From an optimization exercise on the open Yosys and OpenROAD flow, aimed at small area, a short achievable clock period and few clock cycles per item; shortcuts taken in it are not production practice. Where RTL was checked, it was by simulation tests only, not by an equivalence proof against the original. No activity file was given, so power comes from the tool's default toggle rates.

==> run a: inputs <==
Design rational_arith_reduce_top, start of the top module:
module rational_arith_reduce_top #(
  parameter int OPERAND_BITS = 31
) (
  input  logic        clk,
  input  logic        rst,
  input  logic        req_valid,
  output logic        req_ready,
  input  logic [2:0]  req_kind,
  input  logic [30:0] req_num_a,
  input  logic [30:0] req_den_a,
  input  logic [30:0] req_num_b,
  input  logic [30:0] req_den_b,
  output logic        res_valid,
  input  logic        res_ready,
  output logic        res_divide_by_zero,
  output logic        res_negative,
  output logic [61:0] res_whole_part,
  output logic [61:0] res_frac_numerator,
  output logic [61:0] res_frac_denominator
);
  localparam int W  = OPERAND_BITS;    
  localparam int PW = 2 * W;           
  localparam int AW = PW + 1;          
  localparam int SHL    = 4;                
  localparam int SHMAX  = (1 << SHL) - 1;   
  localparam int M_IDLE = 0;    
  localparam int M_RUN  = 1;    
  localparam int M_DONE = 2;    
  localparam int MS     = 3;
  logic [MS-1:0]   mst;
  logic [1:0]      prod;        
  logic [AW-1:0]   macc;        
  logic [PW-1:0]   md;          
  logic [PW-1:0]   mx;          
  logic [W-1:0]    my;          
  logic            pneg;        
  logic            m_addsub;
  logic            m_dneg;      
  logic            m_nneg;      
  logic            b_zero, b_two, b_sub;
  logic            mul_done;    
  logic            take;        
  logic [W-1:0] px, py;
  logic         p_last;
  logic         p_negate;
  logic         k_addsub, k_sub, k_mul, k_div;
  logic [1:0]   lp;
  logic         cur_last;
  assign k_addsub = (req_kind == 3'd0) || (req_kind == 3'd1);
  assign k_sub    = (req_kind == 3'd1);
  assign k_mul    = (req_kind == 3'd2);
  assign k_div    = (req_kind == 3'd3);
  assign lp       = mst[M_RUN] ? prod + 2'd1 : 2'd0;
  assign cur_last = (prod == 2'd2) || (prod == 2'd1 && !m_addsub);
  always_comb begin
    px       = req_den_a;
  ...
export LEC_CHECK = 0
export CAP_MARGIN = 20
export CORE_MARGIN = 2
export CORE_UTILIZATION = 30
export PLACE_DENSITY = 0.45
export SETUP_SLACK_MARGIN = 5
export SLEW_MARGIN = 20
create_clock -name core_clock -period 11.0 [get_ports {clk}]
run.sh (not shown) runs the stock make flow with config.mk's settings and CLKGATE_MAP_FILE= SYNTH_SCRIPT=/design/flow/synth_recipe.tcl, a recipe that flattens the netlist after the stock synthesis.
==> run b (differences from run a) <==
--- a/flow/design.v
+++ b/flow/design.v
@@ -229,46 +229,39 @@
   logic [5:0]      tt;          
   logic            wb;          
   logic            neg_r;
   logic            dbz_r;
   assign take = mst[M_DONE] && (st[S_IDLE] || (st[S_OUT] && res_ready));
   logic n_neg;
-  logic w0_neg;      
-  assign n_neg  = is_addsub & ra[AW-1];
-  assign w0_neg = st[S_W0] ? sb_ra : n_neg;
-  logic gl_ustrip, gl_vstrip, gl_step, gl_plus;
+  assign n_neg = is_addsub & ra[AW-1];
+  logic gl_ustrip, gl_vstrip, gl_step;
   assign gl_ustrip = !ra[0];
   assign gl_vstrip = ra[0] && !rv[0];
   assign gl_step   = ra[0] && rv[0];
-  assign gl_plus   = gl_step && (ra[1] ^ rv[1]);    
-  logic sa_ra, sa_rw, sa_rb, sb_ra, s_sub;
   logic [AW-1:0] add_a, add_b, add_bx, sum;
   logic          add_sub;
   logic [PW-1:0] w2_a;         
   assign w2_a = {rw[PW-2:0], wb};
   always_comb begin
-    add_a = ({AW{sa_ra | (st[S_GL] & !gl_vstrip)}} & ra)
-          | ({AW{st[S_W2]}}                        & {1'b0, w2_a})
-          | ({AW{sa_rw}}                           & {1'b0, rw})
-          | ({AW{sa_rb}}                           & {1'b0, rb})
-          | ({AW{st[S_GL] & gl_vstrip}}            & {1'b0, rv});
-    add_b = ({AW{sb_ra}}                           & ra)
-          | ({AW{st[S_W2]}}                        & {1'b0, rb})
+    add_a = ({AW{(st[S_W0] & !n_neg) | (st[S_GL] & !gl_vstrip) | st[S_ES1C]}} & ra)
+          | ({AW{st[S_W2]}}                                            & {1'b0, w2_a})
+          | ({AW{st[S_G1] | st[S_E1] | st[S_ES1] | st[S_W1] | st[S_ES2C]}} & {1'b0, rw})
+          | ({AW{st[S_CHK] | st[S_E2] | st[S_ES2]}}                      & {1'b0, rb})
+          | ({AW{st[S_GL] & gl_vstrip}}                                 & {1'b0, rv});
+    add_b = ({AW{st[S_W0] & n_neg}}              & ra)
+          | ({AW{st[S_W2]}}                      & {1'b0, rb})
           | ({AW{(st[S_GL] & gl_step) | (st[S_E1] & rw[0]) | (st[S_E2] & rb[0])}} & {1'b0, rv});
-    add_sub = s_sub | (st[S_GL] & !gl_plus);
+    add_sub = (st[S_W0] & n_neg) | st[S_W2] | st[S_GL] | st[S_E1] | st[S_E2];
   end
   assign add_bx = add_b ^ {AW{add_sub}};
   assign sum    = add_a + add_bx + AW'(add_sub);
-  logic [PW-1:0] dx_raw, dx;
+  logic [PW-1:0] dx;
   logic [5:0]    ctz;
   logic          dx_zero;
-  logic          sel_plus;
-  assign sel_plus = st[S_GL] & gl_plus;
-  assign dx_raw   = add_a[PW-1:0] ^ add_b[PW-1:0];
-  assign dx_zero  = (dx_raw == '0);
-  assign dx       = sel_plus ? {~dx_raw[PW-1:1], 1'b0} : dx_raw;
+  assign dx      = add_a[PW-1:0] ^ add_b[PW-1:0];
+  assign dx_zero = (dx == '0);
   rar_ctz #(.WIDTH(PW), .CW(6)) u_ctz (.x(dx), .count(ctz));
   logic [SHL-1:0] ctz_c;
   logic [SHL:0]   ctz_s;
   logic           ctz_big;
   rar_ctz #(.WIDTH(SHMAX + 1), .CW(SHL + 1)) u_ctzs (.x(dx[SHMAX:0]), .count(ctz_s));
   assign ctz_big = ctz_s[SHL];
@@ -303,16 +296,12 @@
   always_comb begin
     for (int i = 0; i < PW; i++) tdec[i] = (tt == 6'(i));
   end
   logic [5:0] lz_a, lz_b, lz_n, w_len;
   rar_lzc #(.WIDTH(PW), .CW(6)) u_lza (.x(ra[PW-1:0] ^ {PW{n_neg}}), .count(lz_n));
   rar_lzc #(.WIDTH(PW), .CW(6)) u_lzb (.x(rb), .count(lz_b));
-  logic [5:0] lz_v;
-  logic       u_longer;
-  rar_lzc #(.WIDTH(PW), .CW(6)) u_lzv (.x(rv), .count(lz_v));
-  assign u_longer = lz_n <= lz_v;
   assign lz_a  = lz_n - 6'(n_neg);
   assign w_len = lz_b - lz_a;
   logic ra_zero, rb_zero, rw_zero, rv_one;
   assign ra_zero = (ra == '0);
   assign rb_zero = (rb == '0);
   assign rw_zero = (rw == '0);
@@ -368,25 +357,15 @@
       else            nx[S_IDLE] = 1'b1;
     end
   end
   always_ff @(posedge clk) begin
     if (rst) begin
       st        <= NS'(1) << S_IDLE;
-      sa_ra     <= 1'b0;
-      sa_rw     <= 1'b0;
-      sa_rb     <= 1'b0;
-      sb_ra     <= 1'b0;
-      s_sub     <= 1'b0;
       res_valid <= 1'b0;
     end else begin
       st <= nx;
-      sa_ra <= (nx[S_W0] & !w0_neg) | nx[S_ES1C];
-      sa_rw <= nx[S_G1] | nx[S_E1] | nx[S_ES1] | nx[S_W1] | nx[S_ES2C];
-      sa_rb <= nx[S_CHK] | nx[S_E2] | nx[S_ES2];
-      sb_ra <= nx[S_W0] & w0_neg;
-      s_sub <= (nx[S_W0] & w0_neg) | nx[S_W2] | nx[S_E1] | nx[S_E2];
       res_valid <= (st[S_OUT] && !res_ready) ||
                    (st[S_CHK] && (rb_zero || ra_zero)) ||
                    (st[S_G1] && rw_zero) ||
                    (st[S_E2] && rb[0] && dx_zero) ||
                    ((st[S_ES2] | st[S_ES2C]) && !long_more);
     end
@@ -449,15 +428,12 @@
         ra <= {1'b0, sh_out};
       end else if (gl_vstrip) begin
         rv <= sh_out;
       end else if (dx_zero) begin
         ra <= '0;
         tt <= 6'd0 - kk;
-      end else if (gl_plus) begin
-        if (u_longer) ra <= {1'b0, sh_out};
-        else          rv <= sh_out;
       end else if (gl_neg && ctz_big) begin
         ra <= {1'b0, rv};
         rv <= ra[PW-1:0];
       end else begin
         ra <= {1'b0, sh_out | PW'(gl_neg)};
         if (gl_neg) rv <= ra[PW-1:0];
PLACE_DENSITY = unset   (was 0.45)
SETUP_SLACK_MARGIN = 3   (was 5)
==> run c (differences from run a) <==
--- a/flow/design.v
+++ b/flow/design.v
@@ -150,24 +150,26 @@
     endcase
   endfunction
   logic [2:0] bd_load, bd_step;
   assign bd_load = booth({mplier[1:0], 1'b0});
   assign bd_step = booth(my[3:1]);
   logic do_load;
-  assign do_load   = ((mst[M_IDLE] || (mst[M_DONE] && take)) && req_valid) ||
-                     (mst[M_RUN] && mul_done && !cur_last);
-  assign req_ready = mst[M_RUN] && mul_done && !cur_last && p_last;
+  logic last_load;
+  assign do_load   = mst[M_IDLE] || (mst[M_RUN] && mul_done && !cur_last);
+  assign last_load = (prod == 2'd1) || !m_addsub;    
+  assign req_ready = mst[M_RUN] && mul_done && !cur_last && last_load;
   logic [AW-1:0] m_b, m_sum;
   assign m_b   = b_zero ? '0 : (b_two ? {mx, 1'b0} : {mx[PW-1], mx});
   assign m_sum = macc + (m_b ^ {AW{b_sub}}) + AW'(b_sub);
   always_ff @(posedge clk) begin
     if (rst) begin
       mst <= MS'(1) << M_IDLE;
     end else begin
       mst <= '0;
-      if (do_load)                             mst[M_RUN]  <= 1'b1;
+      if (mst[M_IDLE])                         mst[req_valid ? M_RUN : M_IDLE] <= 1'b1;
+      else if (do_load)                        mst[M_RUN]  <= 1'b1;
       else if (mst[M_RUN] && mul_done)         mst[M_DONE] <= 1'b1;
       else if (mst[M_RUN])                     mst[M_RUN]  <= 1'b1;
       else if (mst[M_DONE] && !take)           mst[M_DONE] <= 1'b1;
       else                                     mst[M_IDLE] <= 1'b1;
     end
   end
@@ -232,40 +234,48 @@
   logic            dbz_r;
   assign take = mst[M_DONE] && (st[S_IDLE] || (st[S_OUT] && res_ready));
   logic n_neg;
   logic w0_neg;      
   assign n_neg  = is_addsub & ra[AW-1];
   assign w0_neg = st[S_W0] ? sb_ra : n_neg;
-  logic gl_ustrip, gl_vstrip, gl_step, gl_plus;
+  logic gl_ustrip, gl_vswap, gl_step, gl_plus;
   assign gl_ustrip = !ra[0];
-  assign gl_vstrip = ra[0] && !rv[0];
+  assign gl_vswap  = ra[0] && !rv[0];
   assign gl_step   = ra[0] && rv[0];
   assign gl_plus   = gl_step && (ra[1] ^ rv[1]);    
-  logic sa_ra, sa_rw, sa_rb, sb_ra, s_sub;
+  always_comb begin
+    if (gl_ustrip)     gl_keep_odd = !ctz_big && rv[0];
+    else if (gl_vswap) gl_keep_odd = 1'b0;
+    else if (gl_plus)  gl_keep_odd = !ctz_big;
+    else               gl_keep_odd = gl_neg || !ctz_big;
+  end
+  logic sa_ra, sa_w2, sa_rw, sa_rb, sb_ra, sb_rb, sb_rv, s_sub;
+  logic sb_gl;          
+  logic s_long;         
+  logic gl_keep_odd;    
   logic [AW-1:0] add_a, add_b, add_bx, sum;
   logic          add_sub;
   logic [PW-1:0] w2_a;         
   assign w2_a = {rw[PW-2:0], wb};
   always_comb begin
-    add_a = ({AW{sa_ra | (st[S_GL] & !gl_vstrip)}} & ra)
-          | ({AW{st[S_W2]}}                        & {1'b0, w2_a})
+    add_a = ({AW{sa_ra}}                           & ra)
+          | ({AW{sa_w2}}                           & {1'b0, w2_a})
           | ({AW{sa_rw}}                           & {1'b0, rw})
-          | ({AW{sa_rb}}                           & {1'b0, rb})
-          | ({AW{st[S_GL] & gl_vstrip}}            & {1'b0, rv});
+          | ({AW{sa_rb}}                           & {1'b0, rb});
     add_b = ({AW{sb_ra}}                           & ra)
-          | ({AW{st[S_W2]}}                        & {1'b0, rb})
-          | ({AW{(st[S_GL] & gl_step) | (st[S_E1] & rw[0]) | (st[S_E2] & rb[0])}} & {1'b0, rv});
-    add_sub = s_sub | (st[S_GL] & !gl_plus);
+          | ({AW{sb_rb}}                           & {1'b0, rb})
+          | ({AW{sb_rv}}                           & {1'b0, rv});
+    add_sub = s_sub ^ (sb_gl & (ra[1] ^ rv[1]));
   end
   assign add_bx = add_b ^ {AW{add_sub}};
   assign sum    = add_a + add_bx + AW'(add_sub);
   logic [PW-1:0] dx_raw, dx;
   logic [5:0]    ctz;
   logic          dx_zero;
   logic          sel_plus;
-  assign sel_plus = st[S_GL] & gl_plus;
+  assign sel_plus = sb_gl & (ra[1] ^ rv[1]);
   assign dx_raw   = add_a[PW-1:0] ^ add_b[PW-1:0];
   assign dx_zero  = (dx_raw == '0);
   assign dx       = sel_plus ? {~dx_raw[PW-1:1], 1'b0} : dx_raw;
   rar_ctz #(.WIDTH(PW), .CW(6)) u_ctz (.x(dx), .count(ctz));
   logic [SHL-1:0] ctz_c;
   logic [SHL:0]   ctz_s;
@@ -281,23 +291,23 @@
   logic           w_zero_r;     
   logic [5:0]     w_first;      
   logic [5:0]     long_amt;
   logic           long_more;    
   assign gl_neg   = sum[AW-1];
   assign sh_in    = sum[PW-1:0];
-  assign sh_fill  = st[S_GL] & gl_neg;
+  assign sh_fill  = sb_gl & gl_neg;
   assign w_first  = w_len_r + 6'd1;
   always_comb begin
     long_amt = tt;
     if (st[S_W0])              long_amt = w_first;
     if (st[S_ES1] | st[S_ES2]) long_amt = kk;
   end
   assign long_more = long_amt > 6'(SHMAX);
   always_comb begin
     sh_amt = ctz_c;
-    if (st[S_W0] | st[S_W1] | st[S_ES1] | st[S_ES2] | st[S_ES1C] | st[S_ES2C])
+    if (s_long)
       sh_amt = long_more ? SHL'(SHMAX) : long_amt[SHL-1:0];
   end
   assign sh_raw = PW'({{PW{sh_fill}}, sh_in} >> sh_amt);
   assign sh_out = sh_raw ^ {PW{sh_fill}};
   logic [PW-1:0] tdec;
   always_comb begin
@@ -372,21 +382,33 @@
     if (rst) begin
       st        <= NS'(1) << S_IDLE;
       sa_ra     <= 1'b0;
       sa_rw     <= 1'b0;
       sa_rb     <= 1'b0;
       sb_ra     <= 1'b0;
+      sb_rv     <= 1'b0;
+      sb_gl     <= 1'b0;
+      sa_w2     <= 1'b0;
+      sb_rb     <= 1'b0;
+      s_long    <= 1'b0;
       s_sub     <= 1'b0;
       res_valid <= 1'b0;
     end else begin
       st <= nx;
-      sa_ra <= (nx[S_W0] & !w0_neg) | nx[S_ES1C];
+      sa_ra <= (nx[S_W0] & !w0_neg) | nx[S_ES1C] | nx[S_GL];
+      sb_gl <= nx[S_GL] & (st[S_G1] ? (!ctz_big & rv[0]) : (st[S_GL] & gl_keep_odd));
+      sb_rv <= (nx[S_GL] & (st[S_G1] ? (!ctz_big & rv[0]) : (st[S_GL] & gl_keep_odd)))
+             | (nx[S_E1] & (st[S_GL] ? rw[0] : (st[S_E1] & !ctz_big)))
+             | (nx[S_E2] & (st[S_E1] ? rb[0] : (st[S_E2] & !ctz_big)));
+      sa_w2  <= nx[S_W2];
+      sb_rb  <= nx[S_W2];
+      s_long <= nx[S_W0] | nx[S_W1] | nx[S_ES1] | nx[S_ES2] | nx[S_ES1C] | nx[S_ES2C];
       sa_rw <= nx[S_G1] | nx[S_E1] | nx[S_ES1] | nx[S_W1] | nx[S_ES2C];
       sa_rb <= nx[S_CHK] | nx[S_E2] | nx[S_ES2];
       sb_ra <= nx[S_W0] & w0_neg;
-      s_sub <= (nx[S_W0] & w0_neg) | nx[S_W2] | nx[S_E1] | nx[S_E2];
+      s_sub <= (nx[S_W0] & w0_neg) | nx[S_W2] | nx[S_E1] | nx[S_E2] | nx[S_GL];
       res_valid <= (st[S_OUT] && !res_ready) ||
                    (st[S_CHK] && (rb_zero || ra_zero)) ||
                    (st[S_G1] && rw_zero) ||
                    (st[S_E2] && rb[0] && dx_zero) ||
                    ((st[S_ES2] | st[S_ES2C]) && !long_more);
     end
@@ -444,14 +466,15 @@
         if (ctz < kk) kk <= ctz;
       end
     end
     if (st[S_GL]) begin
       if (gl_ustrip) begin
         ra <= {1'b0, sh_out};
-      end else if (gl_vstrip) begin
-        rv <= sh_out;
+      end else if (gl_vswap) begin
+        ra <= {1'b0, rv};
+        rv <= ra[PW-1:0];
       end else if (dx_zero) begin
         ra <= '0;
         tt <= 6'd0 - kk;
       end else if (gl_plus) begin
         if (u_longer) ra <= {1'b0, sh_out};
         else          rv <= sh_out;
==> results.py <==
metrics = {
    "run_status": {
        "status": "no timing/DRC/antenna violations",
    },
    "placement": {
        "place_hpwl_mm": 277.1,
        "place.gp.congestion": 1.085,
        "placed_cells": 9836,
    },
    "finish": {
        "final_cells": 10259,
        "seq_cell_count": 593,
    },
    "detailed_routing": {
        "avgRoutedWirePerCell_um": 36.39,
    },
    "critical_path": {
        "critPathMaxStageDelay_ps": 610,
        "critPathTopFamily": "compound AO/OA/AOI/OAI gates",
    },
    "logic_synthesis": {
        "synth_cell_types": 114,
        "synth.top_cells.by_count": "nand2_1 (806), nor2_1 (759), a21oi_1 (677)",
    },
    "pwr": {
        "pwr-share-clk_pct": 14.2,
    },
    "timing": {
        "max_clock_freq_mhz": 164.0,
    },
}
(the above is from run a)
==> results.py <==
metrics = {
    "placement": {
        "place_hpwl_mm": 254.8,
    },
    "finish": {
        "final_cells": 9692,
        "seq_cell_count": 588,
    },
    "run_status": {
        "status": "no timing/DRC/antenna violations",
    },
    "critical_path": {
        "critPathMaxStageDelay_ps": 760,
        "critPathTopFamily": "simple AND/OR/NAND/NOR gates",
    },
    "timing": {
        "max_clock_freq_mhz": 123.6,
    },
    "pwr": {
        "pwr-share-clk_pct": 14.5,
    },
}
(the above is from run b)
==> results.py <==
metrics = {
    "timing": {
        "max_clock_freq_mhz": 160.9,
    },
    "finish": {
        "final_cells": 10543,
    },
    "critical_path": {
        "critPathMaxStageDelay_ps": 1090,
        "critPathTopFamily": "simple AND/OR/NAND/NOR gates",
    },
    "detailed_routing": {
        "avgRoutedWirePerCell_um": 35.25,
    },
    "run_status": {
        "status": "no timing/DRC/antenna violations",
    },
    "placement": {
        "place.gp.congestion": 1.063,
    },
}
(the above is from run c)
Testbench counts of run c, summed over its fixed seeds: cycles 13,600, items 384.
No functional check of the RTL was part of run a and run b.

-- separate check: timing with driven ports --
Ports are ideal in the flow. The routed layouts listed here were re-timed in OpenROAD. Step 1 (the two cells are an assumption about what drives the block):
set clk [get_ports {clk}]
set_driving_cell -lib_cell sky130_fd_sc_hd__clkbuf_16 $clk
set_driving_cell -lib_cell sky130_fd_sc_hd__buf_2 [delete_from_list [all_inputs] $clk]
Step 2 times the ports against the registers' clock, not the clock port: input delays grow and output delays shrink by t, the midpoint of the rising clock arrivals with the driver on. Slacks: ideal / step 1 / step 2; pairs: ideal / step 1.
| run | t, ns | slack for setup (ns) | hold slack, ns | pins driven straight from the clock port |
|---|---|---|---|---|
| run a | 0.817 | 4.902 / 4.902 / 4.497 | 0.422 / 0.422 / 0.422 | 1 |
| run b | 0.789 | 2.907 / 2.907 / 2.907 | 0.435 / 0.435 / 0.435 | 1 |
| run c | 0.817 | 4.784 / 4.784 / 4.575 | 0.417 / 0.417 / 0.417 | 1 |
After both steps every run listed still meets setup and hold. For run a, which loses most, drivers alone change the setup slack by 0.000 ns; drivers and shift together by -0.405 ns.
